Context: an optimization exercise on an open-source flow, tuned for small area and a short achievable clock period. The choices shown serve that exercise and are no tape-out recipe. Only simulation tests tie the RTL to the original design; equivalence was not proved.

==> flow/design.v, too long to show whole: its modules and the start of the top module <==
// module gemv_booth_enc: 77 lines
// module gemv_dot_pipe: 1973 lines
// module gemv_stream_engine: 173 lines
module gemv_stream_engine (
  input  logic        clk,
  input  logic        rst_n,
  input  logic        start_i,
  input  logic        accum_i,
  input  logic [47:0] w_i,
  input  logic        a_valid_i,
  output logic        a_ready_o,
  input  logic [47:0] a_row_i,
  output logic        o_valid_o,
  input  logic        o_ready_i,
  output logic [15:0] o_data_o,
  output logic [1:0]  o_idx_o,
  output logic        busy_o,
  output logic        done_o,
  output logic        ovf_o
);
  // ...
==> flow/flow/run.sh <==
#!/bin/bash
# Standard layout with two changes:
#  - the port buffers that buffer_ports inserts are buf_4 instead of the tool's default
#    pick (a delay buffer), so the ports' buffers are fast;
#  - after the standard synthesis, flow/polarity.py chooses for each full adder whether it
#    works on true or complemented signals (a full adder is self-dual), which removes most
#    of the inverters that the adder extraction leaves between full adders. Registers and
#    all other cells are unchanged.
set -e
echo "export BUFFER_PORTS_ARGS = -buffer_cell sky130_fd_sc_hd__buf_4" >> config.mk
bash standard.sh synth > synth.log 2>&1
R=orfs/results/sky130hd/gemv_stream_engine/base
python3 flow/polarity.py $R/1_2_yosys.v $R/1_2_yosys_pol.v > polarity.log 2>&1
cp $R/1_2_yosys.v $R/1_2_yosys_std.v
cp $R/1_2_yosys_pol.v $R/1_2_yosys.v
rm -f $R/1_synth.odb $R/1_synth.sdc
bash standard.sh > standard.log 2>&1
==> flow/flow/polarity.py <==
#!/usr/bin/env python3
"""Full-adder polarity pass on a flat sky130 netlist written by Yosys.

A full adder is self-dual: complementing its three inputs complements both outputs.
Yosys's adder extraction leaves inverters between full adders and between the
logic that feeds them and the full adders. This pass chooses, for every fa cell,
whether it works on true or complemented signals so that as few inverters as
possible are needed, then rebuilds the inverters: every signal that some load
needs complemented gets exactly one inverter.

usage: polarity.py IN.v OUT.v
"""
import re
import sys

src = open(sys.argv[1]).read()

cell_re = re.compile(r'^  (sky130_fd_sc_hd__\w+) (\S+)\s+\((.*?)\n  \);\n', re.S | re.M)
pin_re = re.compile(r'\.(\w+)\(((?:\\\S+ )|[^()]*?)\)')

OUTPINS = {'X', 'Y', 'Q', 'Q_N', 'SUM', 'COUT', 'HI', 'LO'}

cells = []   # [type, name, [(pin, net)]]
spans = []
for m in cell_re.finditer(src):
    pins = [(p, n.strip()) for p, n in pin_re.findall(m.group(3))]
    cells.append([m.group(1), m.group(2), pins])
    spans.append((m.start(), m.end()))

port_names = set()
hdr = re.search(r'module \w+\((.*?)\);', src, re.S)
for p in hdr.group(1).split(','):
    port_names.add(p.strip())

def is_port(net):
    base = net.lstrip('\\').split('[')[0].strip()
    return base in port_names

driver = {}
for ci, (t, name, pins) in enumerate(cells):
    for p, n in pins:
        if p in OUTPINS:
            driver[n] = (ci, p)

TWINS = """
a2111o_1:a2111oi_1:X:Y a2111o_2:a2111oi_2:X:Y a2111o_4:a2111oi_4:X:Y
a2111oi_1:a2111o_1:Y:X a2111oi_2:a2111o_2:Y:X a2111oi_4:a2111o_4:Y:X
a211o_1:a211oi_1:X:Y a211o_2:a211oi_2:X:Y a211o_4:a211oi_4:X:Y a211oi_1:a211o_1:Y:X
a211oi_2:a211o_2:Y:X a211oi_4:a211o_4:Y:X a21bo_1:a21boi_1:X:Y a21bo_2:a21boi_2:X:Y
a21bo_4:a21boi_4:X:Y a21boi_1:a21bo_1:Y:X a21boi_2:a21bo_2:Y:X a21boi_4:a21bo_4:Y:X
a21o_1:a21oi_1:X:Y a21o_2:a21oi_2:X:Y a21o_4:a21oi_4:X:Y a21oi_1:a21o_1:Y:X
a21oi_2:a21o_2:Y:X a21oi_4:a21o_4:Y:X a221o_1:a221oi_1:X:Y a221o_2:a221oi_2:X:Y
a221o_4:a221oi_4:X:Y a221oi_1:a221o_1:Y:X a221oi_2:a221o_2:Y:X a221oi_4:a221o_4:Y:X
a22o_1:a22oi_1:X:Y a22o_2:a22oi_2:X:Y a22o_4:a22oi_4:X:Y a22oi_1:a22o_1:Y:X
a22oi_2:a22o_2:Y:X a22oi_4:a22o_4:Y:X a2bb2o_1:a2bb2oi_1:X:Y a2bb2o_2:a2bb2oi_2:X:Y
a2bb2o_4:a2bb2oi_4:X:Y a2bb2oi_1:a2bb2o_1:Y:X a2bb2oi_2:a2bb2o_2:Y:X
a2bb2oi_4:a2bb2o_4:Y:X a311o_1:a311oi_1:X:Y a311o_2:a311oi_2:X:Y a311o_4:a311oi_4:X:Y
a311oi_1:a311o_1:Y:X a311oi_2:a311o_2:Y:X a311oi_4:a311o_4:Y:X a31o_1:a31oi_1:X:Y
a31o_2:a31oi_2:X:Y a31o_4:a31oi_4:X:Y a31oi_1:a31o_1:Y:X a31oi_2:a31o_2:Y:X
a31oi_4:a31o_4:Y:X a32o_1:a32oi_1:X:Y a32o_2:a32oi_2:X:Y a32o_4:a32oi_4:X:Y
a32oi_1:a32o_1:Y:X a32oi_2:a32o_2:Y:X a32oi_4:a32o_4:Y:X a41o_1:a41oi_1:X:Y
a41o_2:a41oi_2:X:Y a41o_4:a41oi_4:X:Y a41oi_1:a41o_1:Y:X a41oi_2:a41o_2:Y:X
a41oi_4:a41o_4:Y:X and2_1:nand2_1:X:Y and2_2:nand2_2:X:Y and2_4:nand2_4:X:Y
and2b_1:nand2b_1:X:Y and2b_2:nand2b_2:X:Y and2b_4:nand2b_4:X:Y and3_1:nand3_1:X:Y
and3_2:nand3_2:X:Y and3_4:nand3_4:X:Y and3b_1:nand3b_1:X:Y and3b_2:nand3b_2:X:Y
and3b_4:nand3b_4:X:Y and4_1:nand4_1:X:Y and4_2:nand4_2:X:Y and4_4:nand4_4:X:Y
and4b_1:nand4b_1:X:Y and4b_2:nand4b_2:X:Y and4b_4:nand4b_4:X:Y and4bb_1:nand4bb_1:X:Y
and4bb_2:nand4bb_2:X:Y and4bb_4:nand4bb_4:X:Y buf_1:clkinv_1:X:Y buf_2:clkinv_2:X:Y
buf_4:clkinv_4:X:Y clkinv_1:buf_1:Y:X clkinv_2:buf_2:Y:X clkinv_4:buf_4:Y:X
clkinvlp_2:buf_2:Y:X clkinvlp_4:buf_4:Y:X ebufn_1:einvn_1:Z:Z ebufn_2:einvn_2:Z:Z
ebufn_4:einvn_4:Z:Z einvn_1:ebufn_1:Z:Z einvn_2:ebufn_2:Z:Z einvn_4:ebufn_4:Z:Z
inv_1:buf_1:Y:X inv_2:buf_2:Y:X inv_4:buf_4:Y:X mux2_1:mux2i_1:X:Y mux2_2:mux2i_2:X:Y
mux2_4:mux2i_4:X:Y mux2i_1:mux2_1:Y:X mux2i_2:mux2_2:Y:X mux2i_4:mux2_4:Y:X
nand2_1:and2_1:Y:X nand2_2:and2_2:Y:X nand2_4:and2_4:Y:X nand2b_1:and2b_1:Y:X
nand2b_2:and2b_2:Y:X nand2b_4:and2b_4:Y:X nand3_1:and3_1:Y:X nand3_2:and3_2:Y:X
nand3_4:and3_4:Y:X nand3b_1:and3b_1:Y:X nand3b_2:and3b_2:Y:X nand3b_4:and3b_4:Y:X
nand4_1:and4_1:Y:X nand4_2:and4_2:Y:X nand4_4:and4_4:Y:X nand4b_1:and4b_1:Y:X
nand4b_2:and4b_2:Y:X nand4b_4:and4b_4:Y:X nand4bb_1:and4bb_1:Y:X nand4bb_2:and4bb_2:Y:X
nand4bb_4:and4bb_4:Y:X nor2_1:or2_1:Y:X nor2_2:or2_2:Y:X nor2_4:or2_4:Y:X
nor2b_1:or2b_1:Y:X nor2b_2:or2b_2:Y:X nor2b_4:or2b_4:Y:X nor3_1:or3_1:Y:X
nor3_2:or3_2:Y:X nor3_4:or3_4:Y:X nor3b_1:or3b_1:Y:X nor3b_2:or3b_2:Y:X
nor3b_4:or3b_4:Y:X nor4_1:or4_1:Y:X nor4_2:or4_2:Y:X nor4_4:or4_4:Y:X nor4b_1:or4b_1:Y:X
nor4b_2:or4b_2:Y:X nor4b_4:or4b_4:Y:X nor4bb_1:or4bb_1:Y:X nor4bb_2:or4bb_2:Y:X
nor4bb_4:or4bb_4:Y:X o2111a_1:o2111ai_1:X:Y o2111a_2:o2111ai_2:X:Y
o2111a_4:o2111ai_4:X:Y o2111ai_1:o2111a_1:Y:X o2111ai_2:o2111a_2:Y:X
o2111ai_4:o2111a_4:Y:X o211a_1:o211ai_1:X:Y o211a_2:o211ai_2:X:Y o211a_4:o211ai_4:X:Y
o211ai_1:o211a_1:Y:X o211ai_2:o211a_2:Y:X o211ai_4:o211a_4:Y:X o21a_1:o21ai_1:X:Y
o21a_2:o21ai_2:X:Y o21a_4:o21ai_4:X:Y o21ai_1:o21a_1:Y:X o21ai_2:o21a_2:Y:X
o21ai_4:o21a_4:Y:X o21ba_1:o21bai_1:X:Y o21ba_2:o21bai_2:X:Y o21ba_4:o21bai_4:X:Y
o21bai_1:o21ba_1:Y:X o21bai_2:o21ba_2:Y:X o21bai_4:o21ba_4:Y:X o221a_1:o221ai_1:X:Y
o221a_2:o221ai_2:X:Y o221a_4:o221ai_4:X:Y o221ai_1:o221a_1:Y:X o221ai_2:o221a_2:Y:X
o221ai_4:o221a_4:Y:X o22a_1:o22ai_1:X:Y o22a_2:o22ai_2:X:Y o22a_4:o22ai_4:X:Y
o22ai_1:o22a_1:Y:X o22ai_2:o22a_2:Y:X o22ai_4:o22a_4:Y:X o2bb2a_1:o2bb2ai_1:X:Y
o2bb2a_2:o2bb2ai_2:X:Y o2bb2a_4:o2bb2ai_4:X:Y o2bb2ai_1:o2bb2a_1:Y:X
o2bb2ai_2:o2bb2a_2:Y:X o2bb2ai_4:o2bb2a_4:Y:X o311a_1:o311ai_1:X:Y o311a_2:o311ai_2:X:Y
o311a_4:o311ai_4:X:Y o311ai_1:o311a_1:Y:X o311ai_2:o311a_2:Y:X o311ai_4:o311a_4:Y:X
o31a_1:o31ai_1:X:Y o31a_2:o31ai_2:X:Y o31a_4:o31ai_4:X:Y o31ai_1:o31a_1:Y:X
o31ai_2:o31a_2:Y:X o31ai_4:o31a_4:Y:X o32a_1:o32ai_1:X:Y o32a_2:o32ai_2:X:Y
o32a_4:o32ai_4:X:Y o32ai_1:o32a_1:Y:X o32ai_2:o32a_2:Y:X o32ai_4:o32a_4:Y:X
o41a_1:o41ai_1:X:Y o41a_2:o41ai_2:X:Y o41a_4:o41ai_4:X:Y o41ai_1:o41a_1:Y:X
o41ai_2:o41a_2:Y:X o41ai_4:o41a_4:Y:X or2_1:nor2_1:X:Y or2_2:nor2_2:X:Y or2_4:nor2_4:X:Y
or2b_1:nor2b_1:X:Y or2b_2:nor2b_2:X:Y or2b_4:nor2b_4:X:Y or3_1:nor3_1:X:Y
or3_2:nor3_2:X:Y or3_4:nor3_4:X:Y or3b_1:nor3b_1:X:Y or3b_2:nor3b_2:X:Y
or3b_4:nor3b_4:X:Y or4_1:nor4_1:X:Y or4_2:nor4_2:X:Y or4_4:nor4_4:X:Y or4b_1:nor4b_1:X:Y
or4b_2:nor4b_2:X:Y or4b_4:nor4b_4:X:Y or4bb_1:nor4bb_1:X:Y or4bb_2:nor4bb_2:X:Y
or4bb_4:nor4bb_4:X:Y xnor2_1:xor2_1:Y:X xnor2_2:xor2_2:Y:X xnor2_4:xor2_4:Y:X
xnor3_1:xor3_1:X:X xnor3_2:xor3_2:X:X xnor3_4:xor3_4:X:X xor2_1:xnor2_1:X:Y
xor2_2:xnor2_2:X:Y xor2_4:xnor2_4:X:Y xor3_1:xnor3_1:X:X xor3_2:xnor3_2:X:X
xor3_4:xnor3_4:X:X
"""
# cell -> (cell computing the complement with the same inputs, its output pin)
TWIN = {}
for it in TWINS.split():
    a, b, oa, ob = it.split(':')
    TWIN['sky130_fd_sc_hd__' + a] = ('sky130_fd_sc_hd__' + b, oa, ob)

INV = 'sky130_fd_sc_hd__inv_1'
FA = 'sky130_fd_sc_hd__fa_1'

# removable inverters: input not a port, output not a port
inv_cells = set()
for ci, (t, name, pins) in enumerate(cells):
    if t == INV:
        d = dict(pins)
        if not is_port(d['A']) and not is_port(d['Y']) and not d['A'].startswith(("1'", "0'")):
            inv_cells.add(ci)

inv_in = {}
for ci in inv_cells:
    d = dict(cells[ci][2])
    inv_in[d['Y']] = d['A']

def literal(net):
    """(base net, polarity) through chains of removable inverters."""
    pol = 0
    seen = 0
    while net in inv_in and seen < 50:
        net = inv_in[net]
        pol ^= 1
        seen += 1
    return net, pol

# loads: every input pin of a kept cell, as (cell, pin, base, pol)
loads = []
for ci, (t, name, pins) in enumerate(cells):
    if ci in inv_cells:
        continue
    for p, n in pins:
        if p in OUTPINS:
            continue
        b, pol = literal(n)
        loads.append((ci, p, b, pol))

# port nets driven by a removable inverter chain are also loads (keep them driven)
# (excluded above: inverters with port outputs are not removable)

fa_cells = [ci for ci, c in enumerate(cells) if c[0] == FA]
flip = {ci: 0 for ci in fa_cells}

by_base = {}
for L in loads:
    by_base.setdefault(L[2], []).append(L)

def drv_flip(base):
    d = driver.get(base)
    if d and d[0] in flip:
        return flip[d[0]]
    return 0

def needs_inv(base):
    f = drv_flip(base)
    for ci, p, b, pol in by_base.get(base, []):
        if pol ^ flip.get(ci, 0) ^ f:
            return True
    return False

def cost_of(bases):
    return sum(1 for b in bases if needs_inv(b))

def touched(ci):
    bs = set()
    for p, n in cells[ci][2]:
        if p in OUTPINS:
            bs.add(n)
        else:
            bs.add(literal(n)[0])
    return bs

before = cost_of(by_base.keys())
for it in range(20):
    changed = 0
    for ci in fa_cells:
        bs = touched(ci)
        c0 = cost_of(bs)
        flip[ci] ^= 1
        c1 = cost_of(bs)
        if c1 < c0:
            changed += 1
        else:
            flip[ci] ^= 1
    if not changed:
        break
after = cost_of(by_base.keys())
sys.stderr.write(f"inverters: {len(inv_cells)} removable before, {before} needed as is, {after} after {sum(flip.values())} flips\n")

def esc(n):
    return n + ' ' if n.startswith('\\') else n

# rebuild
want = {}
for ci, p, b, pol in loads:
    want[(ci, p)] = pol ^ flip.get(ci, 0) ^ drv_flip(b)
# A signal that every load wants complemented, driven by a cell that has a complementing
# twin, gets the twin instead of an inverter.
swap = {}
for b, ls in by_base.items():
    ws = [want[(ci, p)] for ci, p, _, _ in ls]
    d = driver.get(b)
    if not ws or not all(ws) or d is None or is_port(b):
        continue
    dc = cells[d[0]]
    if d[0] in flip or d[0] in inv_cells or dc[0] not in TWIN:
        continue
    tb, oa, ob = TWIN[dc[0]]
    if d[1] != oa:
        continue
    swap[d[0]] = (tb, oa, ob)
    for ci, p, _, _ in ls:
        want[(ci, p)] = 0
for ci, (tb, oa, ob) in swap.items():
    cells[ci][0] = tb
    cells[ci][2] = [(ob if p == oa else p, n) for p, n in cells[ci][2]]
sys.stderr.write(f"{len(swap)} cells swapped for their complementing twins\n")

conn = {}   # (ci, pin) -> net
need = {}
for ci, p, b, pol in loads:
    if want[(ci, p)]:
        if b not in need:
            nn = f"_pol{len(need)}_"
            need[b] = nn
        conn[(ci, p)] = need[b]
    else:
        conn[(ci, p)] = b
# fa outputs keep their nets; a flipped fa's nets now carry complements, which the
# loads above already account for.

out = []
pos = 0
wires = []
for ci, (t, name, pins) in enumerate(cells):
    s, e = spans[ci]
    out.append(src[pos:s])
    pos = e
    if ci in inv_cells:
        continue
    plist = []
    for p, n in pins:
        if p not in OUTPINS:
            n = conn[(ci, p)]
        plist.append(f"    .{p}({esc(n)})")
    out.append(f"  {t} {esc(name)} (\n" + ",\n".join(plist) + "\n  );\n")
for b, nn in need.items():
    wires.append(f"  wire {nn};\n")
    out.append(f"  {INV} {nn}inv (\n    .A({esc(b)}),\n    .Y({nn})\n  );\n")
out.append(src[pos:])
res = "".join(out)
# declare the new wires after the module header's port list
i = res.index(';', res.index('module ')) + 2
res = res[:i] + "".join(wires) + res[i:]
open(sys.argv[2], 'w').write(res)
==> flow/standard.sh <==
#!/bin/bash
# synth_recipe.tcl (not shown) runs the flow's synth.tcl, then flattens the netlist and writes it again
# the make line also repeats each setting of config.mk as NAME=value (left out here)
make -C /OpenROAD-flow-scripts/flow DESIGN_CONFIG=/design/flow/config.mk WORK_HOME=/design/flow/orfs CLKGATE_MAP_FILE= SYNTH_SCRIPT=/design/flow/synth_recipe.tcl "${@:-finish}"
==> flow/config.mk <==
export PLATFORM = sky130hd
export DESIGN_NAME = gemv_stream_engine
export DESIGN_NICKNAME = gemv_stream_engine
export VERILOG_FILES = /design/flow/design.v
export SDC_FILE = /design/flow/constraint.sdc
export NUM_CORES = 4
export LEC_CHECK = 0
export ABC_AREA = 1
export CAP_MARGIN = 20
export CORE_MARGIN = 2
export CORE_UTILIZATION = 40
export CTS_BUF_LIST = sky130_fd_sc_hd__clkbuf_8
export CTS_CLUSTER_SIZE = 30
export SETUP_SLACK_MARGIN = 4.75
export SLEW_MARGIN = 20
export TNS_END_PERCENT = 5
export BUFFER_PORTS_ARGS = -buffer_cell sky130_fd_sc_hd__buf_4
==> flow/constraint.sdc <==
create_clock -name core_clock -period 9.0 [get_ports {clk}]
set_input_delay 1.8000 -clock core_clock [delete_from_list [all_inputs] [get_ports {clk}]]
set_output_delay 1.8000 -clock core_clock [all_outputs]
set_load 0.01 [all_outputs]
==> results.sh, run 1 <==
export IMPL_grt_pass1_wl_um=154000
export IMPL_nNetsFinal=3654
export IMPL_initial_core_util_pct=40.5
export IMPL_path_buf_inv=0
export IMPL_layout_setup_ws_ns=4.75
export IMPL_drive_gt1_share_pct=11.6
export IMPL_vias_per_cell=5.61
export IMPL_dpl_cell_count=3927
export IMPL_rr_startpoint="row_q[20]$_DFFE_PN_"
export IMPL_place_area_um2=33800
export IMPL_ys_warnings_count=1
export IMPL_buffer_area_share_pct=5.14
export IMPL_r2r_cells=7
export IMPL_cts_root_buf="clkbuf_8"
export IMPL_tightest_slew_ns=0.943
export IMPL_insertion_delay_ns=0.70
export IMPL_nMultiInputCombCells=2145
export IMPL_grt_max_degree=68
export IMPL_rsz0062_at_grt="yes"
export IMPL_grt_met2_usage_pct=41.4
export IMPL_dp_hpwl_um=86300
export IMPL_status="no timing/DRC/antenna violations"
export IMPL_utilization_pct=45.2
export IMPL_grt_pass1_vias=23500
export IMPL_seq_share_pct=30.4
export IMPL_tns_ns=0
export IMPL_max_stage_delay_ns=0.83
export IMPL_regMostFlops="sel_q"
export IMPL_holdWs_ns=0.493
export IMPL_finalCriticalPeriod_ns=4.25
export IMPL_nClkBuffers=66
export IMPL_drt_pass1_iter_count=5
export IMPL_grt_ovfl_total=0
export IMPL_numClockSinks=367
export IMPL_crit_path_end_kind="register"
export IMPL_n_all_buffers=216
export IMPL_seq_cells=367
export IMPL_cts_path_max_buffers=3
export IMPL_place_ws_ns=4.29
==> inputs of run 2 (changes only) <==
==> flow/flow/run.sh (replaced) <==
#!/bin/bash
# Standard layout with three changes:
#  - the port buffers that buffer_ports inserts are buf_4 instead of the tool's default
#    pick (a delay buffer), so the ports' buffers are fast;
#  - after the standard synthesis, flow/remap.tcl re-maps the combinational cells other
#    than the full and half adders with ABC's area mapper (flow/amap.abc); registers,
#    adders and port names are unchanged;
#  - then flow/polarity.py chooses for each full adder whether it works on true or
#    complemented signals (a full adder is self-dual), which removes most of the
#    inverters around the full adders.
set -e
echo "export BUFFER_PORTS_ARGS = -buffer_cell sky130_fd_sc_hd__buf_4" >> config.mk
bash standard.sh synth > synth.log 2>&1
R=orfs/results/sky130hd/gemv_stream_engine/base
YOSYS=$(command -v yosys || echo $FLOW_HOME/../tools/install/yosys/bin/yosys)
cp $R/1_2_yosys.v $R/1_2_yosys_std.v
DONTUSE='*lpflow* *probe*' \
LIB=$FLOW_HOME/platforms/sky130hd/lib/sky130_fd_sc_hd__tt_025C_1v80.lib \
IN=$R/1_2_yosys_std.v OUT=$R/1_2_yosys_remap.v TOP=$FLOW_TOP ABCSCRIPT=flow/amap.abc \
STAT=remap_stat.txt $YOSYS -c flow/remap.tcl > remap.log 2>&1
python3 flow/polarity.py $R/1_2_yosys_remap.v $R/1_2_yosys_pol.v > polarity.log 2>&1
cp $R/1_2_yosys_pol.v $R/1_2_yosys.v
rm -f $R/1_synth.odb $R/1_synth.sdc
bash standard.sh > standard.log 2>&1
==> flow/flow/amap.abc (new file) <==
strash
dch
amap
topo
stime -c
--- a/flow/flow/polarity.py
+++ b/flow/flow/polarity.py
@@ -116,4 +116,5 @@
 
 INV = 'sky130_fd_sc_hd__inv_1'
+INVS = (INV, 'sky130_fd_sc_hd__clkinv_1')
 FA = 'sky130_fd_sc_hd__fa_1'
 
@@ -121,5 +122,5 @@
 inv_cells = set()
 for ci, (t, name, pins) in enumerate(cells):
-    if t == INV:
+    if t in INVS:
         d = dict(pins)
         if not is_port(d['A']) and not is_port(d['Y']) and not d['A'].startswith(("1'", "0'")):
==> flow/flow/remap.tcl (new file) <==
# Re-map the combinational cells of the standard synthesis with ABC's area mapper.
# Registers, full adders and half adders stay as they are (same instances, same names).
set lib $::env(LIB)
yosys read_liberty -ignore_miss_func $lib
yosys read_verilog $::env(IN)
yosys hierarchy -top $::env(TOP)
yosys blackbox sky130_fd_sc_hd__fa_1 sky130_fd_sc_hd__ha_1 sky130_fd_sc_hd__edfxtp_1 sky130_fd_sc_hd__dfrtp_1 sky130_fd_sc_hd__dfxtp_1 sky130_fd_sc_hd__conb_1
yosys flatten
yosys rename -hide w:*.*
yosys opt_clean
set du {}
foreach c $::env(DONTUSE) { lappend du -dont_use $c }
yosys abc -script $::env(ABCSCRIPT) -liberty $lib {*}$du
yosys opt_clean -purge
yosys splitnets
yosys opt_clean -purge
yosys tee -o $::env(STAT) stat -liberty $lib
yosys write_verilog -noattr -nohex -nodec $::env(OUT)
==> results.sh, run 2 <==
export IMPL_numClockSinks=367
export IMPL_synth_nets=3258
export IMPL_maxCapViolCount=0
export IMPL_rr_endpoint="s2d_q[19]$_DFFE_PN_"
export IMPL_place_ws_ns=4.05
export IMPL_drive_gt1_share_pct=17.3
export IMPL_setup_worst_path_start_class="register"
export IMPL_cts_root_buf="clkbuf_8"
export IMPL_required_ns=9.40
export IMPL_reg_largest_list="sel_q: 72 flops, row_q: 48 flops"
export IMPL_cp_max_fo=6
export IMPL_ctsHoldBuffers=0
export IMPL_ant_nets=0
export IMPL_initial_core_util_pct=40.4
export IMPL_crit_path_end_kind="register"
export IMPL_insertion_delay_ns=0.67
export IMPL_hp_start="acc_vld_q[1]$_DFFE_PN0P_"
export IMPL_grt_pass1_vias=26400
export IMPL_die_y_um=281
export IMPL_tightest_slew_ns=1.17
export IMPL_port_buffer_count=124
export IMPL_grt_max_degree=137
export IMPL_cts_tree="done"
export IMPL_layout_setup_ws_ns=4.69
export IMPL_finalCriticalPeriod_ns=4.31
export IMPL_utilization_pct=48.0
export IMPL_antenna_found_initial=1
export IMPL_regMostFlops="sel_q"
export IMPL_fin_crit_sh_pct=47.9
export IMPL_drv_slew=0
export IMPL_rsz0062_at_grt="yes"
export IMPL_grt_pass1_wl_um=184000
export IMPL_finClkSkew_ns=0.0450
export IMPL_critPathKind="register to register"
export IMPL_cts_max_level=3
export IMPL_grt_usage_pct=32.4
export IMPL_syn_avg_cell_area_um2=11.7
export IMPL_final_hold_viol_count=0
export IMPL_drt_pass1_iter_count=6
export IMPL_num_vias=25800
export IMPL_cts_reportedPaths_clkPinSlew_ns=0.06
export IMPL_largest_register_ffs=72
export IMPL_globalplace_congestion=0.992
export IMPL_fmax_mhz=232
export IMPL_area_growth_pct=18.8
export IMPL_tns_ns=0
export IMPL_core_um2=76100
export IMPL_hold_path_class="register to register"
export IMPL_rrSetupSlack_ns=4.69
export IMPL_wl_um=128000
export IMPL_ys_warnings_count=1
export IMPL_synthCells=2619
export IMPL_final_cell_mix="o22ai_1 (428), fa_1 (401), edfxtp_1 (334), o22a_1 (317), inv_1 (310)"
export IMPL_rr_startpoint="in_cnt_q[0]$_DFFE_PN0P_"
export IMPL_cts_path_max_buffers=3
export IMPL_holdPathEnd="acc_vld_q[1]$_DFFE_PN0P_"
export IMPL_worstHoldPathCells=1
export IMPL_setup_viol=0
export IMPL_vias_per_cell=6.35
export IMPL_r2r_cells=11
export IMPL_relSlewSlack_pct=21.5
export IMPL_grt_ovfl_total=0
export IMPL_dieArea_um2=79200
export IMPL_dp_hpwl_um=100000
export IMPL_status="no timing/DRC/antenna violations"
export IMPL_nNetsFinal=3616
export IMPL_wl_per_cell_um=31.6
export IMPL_numCtsBuffers=70
export IMPL_drc=0
export IMPL_final_common_cell="o22ai_1"
export IMPL_drt_iter0_markers=2930
export IMPL_ios=125
export IMPL_die_width_um=281
export IMPL_rows=101
export IMPL_arrival_ns=4.71
export IMPL_synth_area_um2=30800
-- run 2: changes by cell type in the layout (fill, tap and decap cells not counted), moves of 64 or more --
cell and delta:
a21oi_1 +73, buf_4 +64, inv_1 +83, nand2_1 -255, nand3_1 -152, o22a_1 +317, o22ai_1 +81, xnor2_1 -372
-- run 2: layer usage --
metal / part of all wire [%] / GRT usage (%) / routed length [µm]
met4: 5.7 / 15.8 / 7350
met5: 0 / 0 / 0
met3: 8.1 / 5.28 / 10400
met1: 40 / 42.5 / 51100
met2: 46 / 52.3 / 59500
-- run 2: critical path, stage by stage (launching register included) --
cell	delay [ns]
dfrtp_1	0.39
inv_2	0.07
ha_4	0.34
bufbuf_16	0.30
a221oi_1	0.06
or3_4	0.42
fa_2	0.63
fa_1	0.46
fa_2	0.35
fa_1	0.47
fa_1	0.54
inv_1	0.03
-- run 2: cell type report --
cell class                      instances  area (µm²)
Inverter                              390        1630
Multi-Input combinational cell       1863       19000
Sequential cell                       367       10900
Fill cell                            6934       39500
Clock buffer                           71         977
Tap cell                             1030        1290
Timing Repair Buffer                  285        2450
Clock inverter                         51         390
Antenna cell                            1        2.50
-- run 2: how the worst max path moves through the flow --
stage	startpoint	end	slack, ns	depth (start not counted)
global route	s2a_q[7]$_DFFE_PN_	out_data_q[1]$_DFFE_PN0P_	4.59	15
finish	in_cnt_q[0]$_DFFE_PN0P_	s2d_q[19]$_DFFE_PN_	4.69	11
CTS	s2a_q[25]$_DFFE_PN_	out_data_q[15]$_DFFE_PN0P_	4.56	10
global placement	sel_q[8]$_DFFE_PP_	s2d_q[16]$_DFFE_PN_	4.08	9
floorplan	o_ready_i	row_q[0]$_DFFE_PN_	4.32	2
detailed placement	sel_q[8]$_DFFE_PP_	s2d_q[18]$_DFFE_PN_	4.05	10
-- run 2: timing repair --
item                                    CTS  global route
cloned                                    5             1
endpoints found under the setup margin   89            76
buffers inserted                        111            19
resized for setup                        83            90
pin swaps                                 8            20
-- run 2: metrics by stage --
| step | hold slack, ns | area [µm²] | instances |
|---|---|---|---|
| floorplan | 0.435 | 30800 | 2619 |
| global placement | 0.457 | 33200 | 3796 |
| detailed placement | 0.461 | 33300 | 3799 |
| CTS | 0.483 | 36000 | 4037 |
| global route | 0.514 | 36600 | 4058 |
| finish | 0.489 | 36600 | 4058 |
==> inputs of run 3 (changes only) <==
==> flow/flow/run.sh (replaced) <==
#!/bin/bash
# Standard layout, with the standard synthesis's netlist reworked before floorplanning:
#  1. flow/polarity.py --hard chooses for each full adder whether it works on true or
#     complemented signals (a full adder is self-dual), so that as few inverters as
#     possible sit between adders, registers and ports;
#  2. flow/remap.tcl re-maps all other combinational cells with ABC's area mapper
#     (flow/amap.abc), which folds the remaining inversions into the logic gates;
#  3. flow/polarity.py again, to clean up inverters the mapper left next to adders.
# Registers, adders and ports keep their instances and names. The port buffers that
# buffer_ports inserts are buf_4 instead of the tool's default pick (a delay buffer).
set -e
echo "export BUFFER_PORTS_ARGS = -buffer_cell sky130_fd_sc_hd__buf_4" >> config.mk
bash standard.sh synth > synth.log 2>&1
R=orfs/results/sky130hd/gemv_stream_engine/base
YOSYS=$(command -v yosys || echo $FLOW_HOME/../tools/install/yosys/bin/yosys)
cp $R/1_2_yosys.v $R/1_2_yosys_std.v
python3 flow/polarity.py $R/1_2_yosys_std.v $R/1_2_yosys_pol1.v --hard > polarity1.log 2>&1
DONTUSE='*lpflow* *probe*' \
LIB=$FLOW_HOME/platforms/sky130hd/lib/sky130_fd_sc_hd__tt_025C_1v80.lib \
IN=$R/1_2_yosys_pol1.v OUT=$R/1_2_yosys_remap.v TOP=$FLOW_TOP ABCSCRIPT=flow/amap.abc \
STAT=remap_stat.txt $YOSYS -c flow/remap.tcl > remap.log 2>&1
python3 flow/polarity.py $R/1_2_yosys_remap.v $R/1_2_yosys_pol2.v > polarity2.log 2>&1
cp $R/1_2_yosys_pol2.v $R/1_2_yosys.v
rm -f $R/1_synth.odb $R/1_synth.sdc
bash standard.sh > standard.log 2>&1
--- a/flow/flow/polarity.py
+++ b/flow/flow/polarity.py
@@ -9,5 +9,5 @@
 needs complemented gets exactly one inverter.
 
-usage: polarity.py IN.v OUT.v
+usage: polarity.py IN.v OUT.v [--hard]
 """
 import re
@@ -169,8 +169,22 @@
     return 0
 
+# With --hard, only inverters between cells that a later re-mapping cannot change
+# (adders, registers, ports) count: the mapper absorbs the others into logic gates.
+HARD_ONLY = '--hard' in sys.argv
+HARD = ('sky130_fd_sc_hd__fa_1', 'sky130_fd_sc_hd__ha_1', 'sky130_fd_sc_hd__edfxtp_1',
+        'sky130_fd_sc_hd__dfrtp_1', 'sky130_fd_sc_hd__dfxtp_1')
+
+def is_hard_net(base):
+    d = driver.get(base)
+    return d is None or cells[d[0]][0] in HARD
+
 def needs_inv(base):
     f = drv_flip(base)
+    if HARD_ONLY and not is_hard_net(base):
+        return False
     for ci, p, b, pol in by_base.get(base, []):
         if pol ^ flip.get(ci, 0) ^ f:
+            if HARD_ONLY and cells[ci][0] not in HARD:
+                continue
             return True
     return False
@@ -236,8 +250,11 @@
 conn = {}   # (ci, pin) -> net
 need = {}
+tag = 0
+while f"_pol{tag}n" in src:
+    tag += 1
 for ci, p, b, pol in loads:
     if want[(ci, p)]:
         if b not in need:
-            nn = f"_pol{len(need)}_"
+            nn = f"_pol{tag}n{len(need)}_"
             need[b] = nn
         conn[(ci, p)] = need[b]
==> results.sh, run 3 <==
export IMPL_status="no timing/DRC/antenna violations"
export IMPL_cts_reportedPaths_clkPinSlew_ns=0.06
export IMPL_stdcell_area_um2=36600
export IMPL_rr_startpoint="s2b_q[15]$_DFFE_PN_"
export IMPL_ctsHoldBuffers=0
export IMPL_tightest_slew_ns=1.03
export IMPL_place_ws_ns=3.31
export IMPL_die_width_um=281
export IMPL_insertion_delay_ns=0.71
export IMPL_drc=0
export IMPL_setup_worst_path_start_class="register"
export IMPL_core_um2=75900
export IMPL_initial_core_util_pct=40.4
export IMPL_antenna_found_initial=0
export IMPL_fin_crit_sh_pct=48.7
export IMPL_vias_per_cell=6.43
export IMPL_drt_pass1_iter_count=6
export IMPL_globalplace_congestion=1.03
export IMPL_tns_ns=0
export IMPL_num_vias=25900
export IMPL_arrival_ns=5.03
export IMPL_layout_setup_ws_ns=4.61
export IMPL_die_y_um=281
export IMPL_grt_ovfl_total=0
export IMPL_nNetsFinal=3574
export IMPL_area_growth_pct=19.5
export IMPL_grt_usage_pct=32.4
export IMPL_relSlewSlack_pct=31.5
export IMPL_instances_no_fill=4021
export IMPL_dpl_cell_count=3727
export IMPL_grt_max_degree=73
export IMPL_numCtsBuffers=69
export IMPL_regMostFlops="sel_q"
export IMPL_wl_per_cell_um=31.6
export IMPL_fmax_mhz=228
export IMPL_hold_path_class="register to register"
export IMPL_rows=101
export IMPL_hp_start="acc_vld_q[1]$_DFFE_PN0P_"
export IMPL_grt_pass1_vias=26500
export IMPL_cts_path_max_buffers=3
export IMPL_synth_nets=3194
export IMPL_synthCells=2555
export IMPL_cp_max_fo=8
export IMPL_cts_root_buf="clkbuf_8"
export IMPL_cts_max_level=3
export IMPL_finalCriticalPeriod_ns=4.39
export IMPL_dieArea_um2=78900
export IMPL_drv_slew=0
export IMPL_ys_warnings_count=1
export IMPL_final_hold_viol_count=0
export IMPL_synth_area_um2=30700
export IMPL_grt_pass1_wl_um=184000
export IMPL_largest_register_ffs=72
export IMPL_wl_um=127000
export IMPL_ios=125
export IMPL_final_common_cell="o22ai_1"
export IMPL_maxCapViolCount=0
export IMPL_setup_viol=0
export IMPL_rsz0062_at_grt="yes"
export IMPL_finClkSkew_ns=0.0400
export IMPL_syn_avg_cell_area_um2=12.0
export IMPL_dp_hpwl_um=97600
export IMPL_nFillCells=6954
export IMPL_place_area_um2=33100
export IMPL_reg_largest_list="sel_q: 72 flops, row_q: 48 flops"
export IMPL_drt_iter0_markers=3292
export IMPL_cts_tree="done"
export IMPL_port_buffer_count=124
export IMPL_ant_nets=0
export IMPL_required_ns=9.65
export IMPL_crit_path_end_kind="register"
export IMPL_drive_gt1_share_pct=18.2
export IMPL_final_cell_mix="o22ai_1 (408), fa_1 (395), o22a_1 (352), edfxtp_1 (334), buf_4 (288)"
export IMPL_critPathKind="register to register"
export IMPL_worstSetupStartpoint="s2b_q[15]$_DFFE_PN_"
export IMPL_numClockSinks=367
## run 3: worst max-delay path, stage by stage, from the launching register on
cell and delay, ns:
edfxtp_1 0.46, fa_1 0.57, fa_1 0.45, ha_1 0.49, nand2_1 0.22, o32ai_1 0.36, nor3_1 0.09, buf_4 0.19
o41ai_4 0.27, buf_4 0.18, o21ai_4 0.06, buf_12 0.14, or4b_4 0.56, o21ai_1 0.13, o22a_1 0.14
## run 3: what timing repair did
action | CTS | global route
pin swaps | 36 | 5
resized for setup | 156 | 21
cloned | 6 | 0
setup endpoints to repair | 135 | 80
buffers inserted | 155 | 3
## run 3: per-stage QoR
step,hold WS [ns],util (%)
3_5_place_dp,0.460,43.5
4_1_cts,0.487,48.0
5_1_grt,0.517,48.2
3_3_place_gp,0.452,43.5
2_1_floorplan,0.435,-
6_report,0.481,48.2
## run 3: metal layers
metal | up-vias | wire [µm] | GRT usage (%)
met2 | 1555 | 58700 | 52.1
met4 | 0 | 6030 | 12.5
met3 | 348 | 11800 | 7.36
met1 | 13200 | 50400 | 42.7
li1 | 10700 | - | -
met5 | - | 0 | 0.0625
## run 3: area by class of cell
cell class	instances	area, µm²	area share, %
antenna	1	2.50	0.00683
timing repair inverter	1	7.51	0.0205
timing repair buffer	307	2570	7.01
inverter	350	1450	3.97
clock buffer	69	950	2.59
multi-input combinational	1839	19100	52.0
clock inverter	57	444	1.21
tap	1030	1290	3.52
sequential	367	10900	29.6
## run 3: final timing paths
check                           depth (start not counted)  slack, ns                    endpoint
worst min-delay path                                    1       0.48    acc_vld_q[1]$_DFFE_PN0P_
min in group asynchronous                               1       1.03  out_data_q[12]$_DFFE_PN0P_
worst max register to register                         14       4.61  out_data_q[10]$_DFFE_PN0P_
max in group asynchronous                               1       7.65  out_data_q[15]$_DFFE_PN0P_
worst min register to register                          1       0.48    acc_vld_q[1]$_DFFE_PN0P_
worst max-delay path                                   14       4.61  out_data_q[10]$_DFFE_PN0P_

[afterwards: timing with drivers on the ports]
The results above use ideal ports. As a check the final layouts listed here were re-extracted and re-timed, cells and wires unchanged. Step 1 (the two cells are an assumption about what drives the block):
set clk [get_ports {clk}]
set_driving_cell -lib_cell sky130_fd_sc_hd__clkbuf_16 $clk
set_driving_cell -lib_cell sky130_fd_sc_hd__buf_2 [delete_from_list [all_inputs] $clk]
Step 2, shift: input delay + t, output delay - t, t = (earliest + latest rising clock arrival at the registers) / 2. This alone moves slack from input paths to output paths. a / b / c = ideal / step 1 / step 2; a / b = the first two.
run | t, ns | setup slack, ns | worst setup path at the end
run 1 | 0.728 | 4.753 / 4.753 / 4.697 | input to register
run 2 | 0.718 | 4.687 / 4.687 / 4.687 | register to register
run 3 | 0.750 | 4.614 / 4.614 / 4.614 | register to register
After both steps setup and hold are still met in every run listed. The setup slack of run 1, which loses most, moves by 0.000 ns with the drivers and by -0.056 ns with both steps.
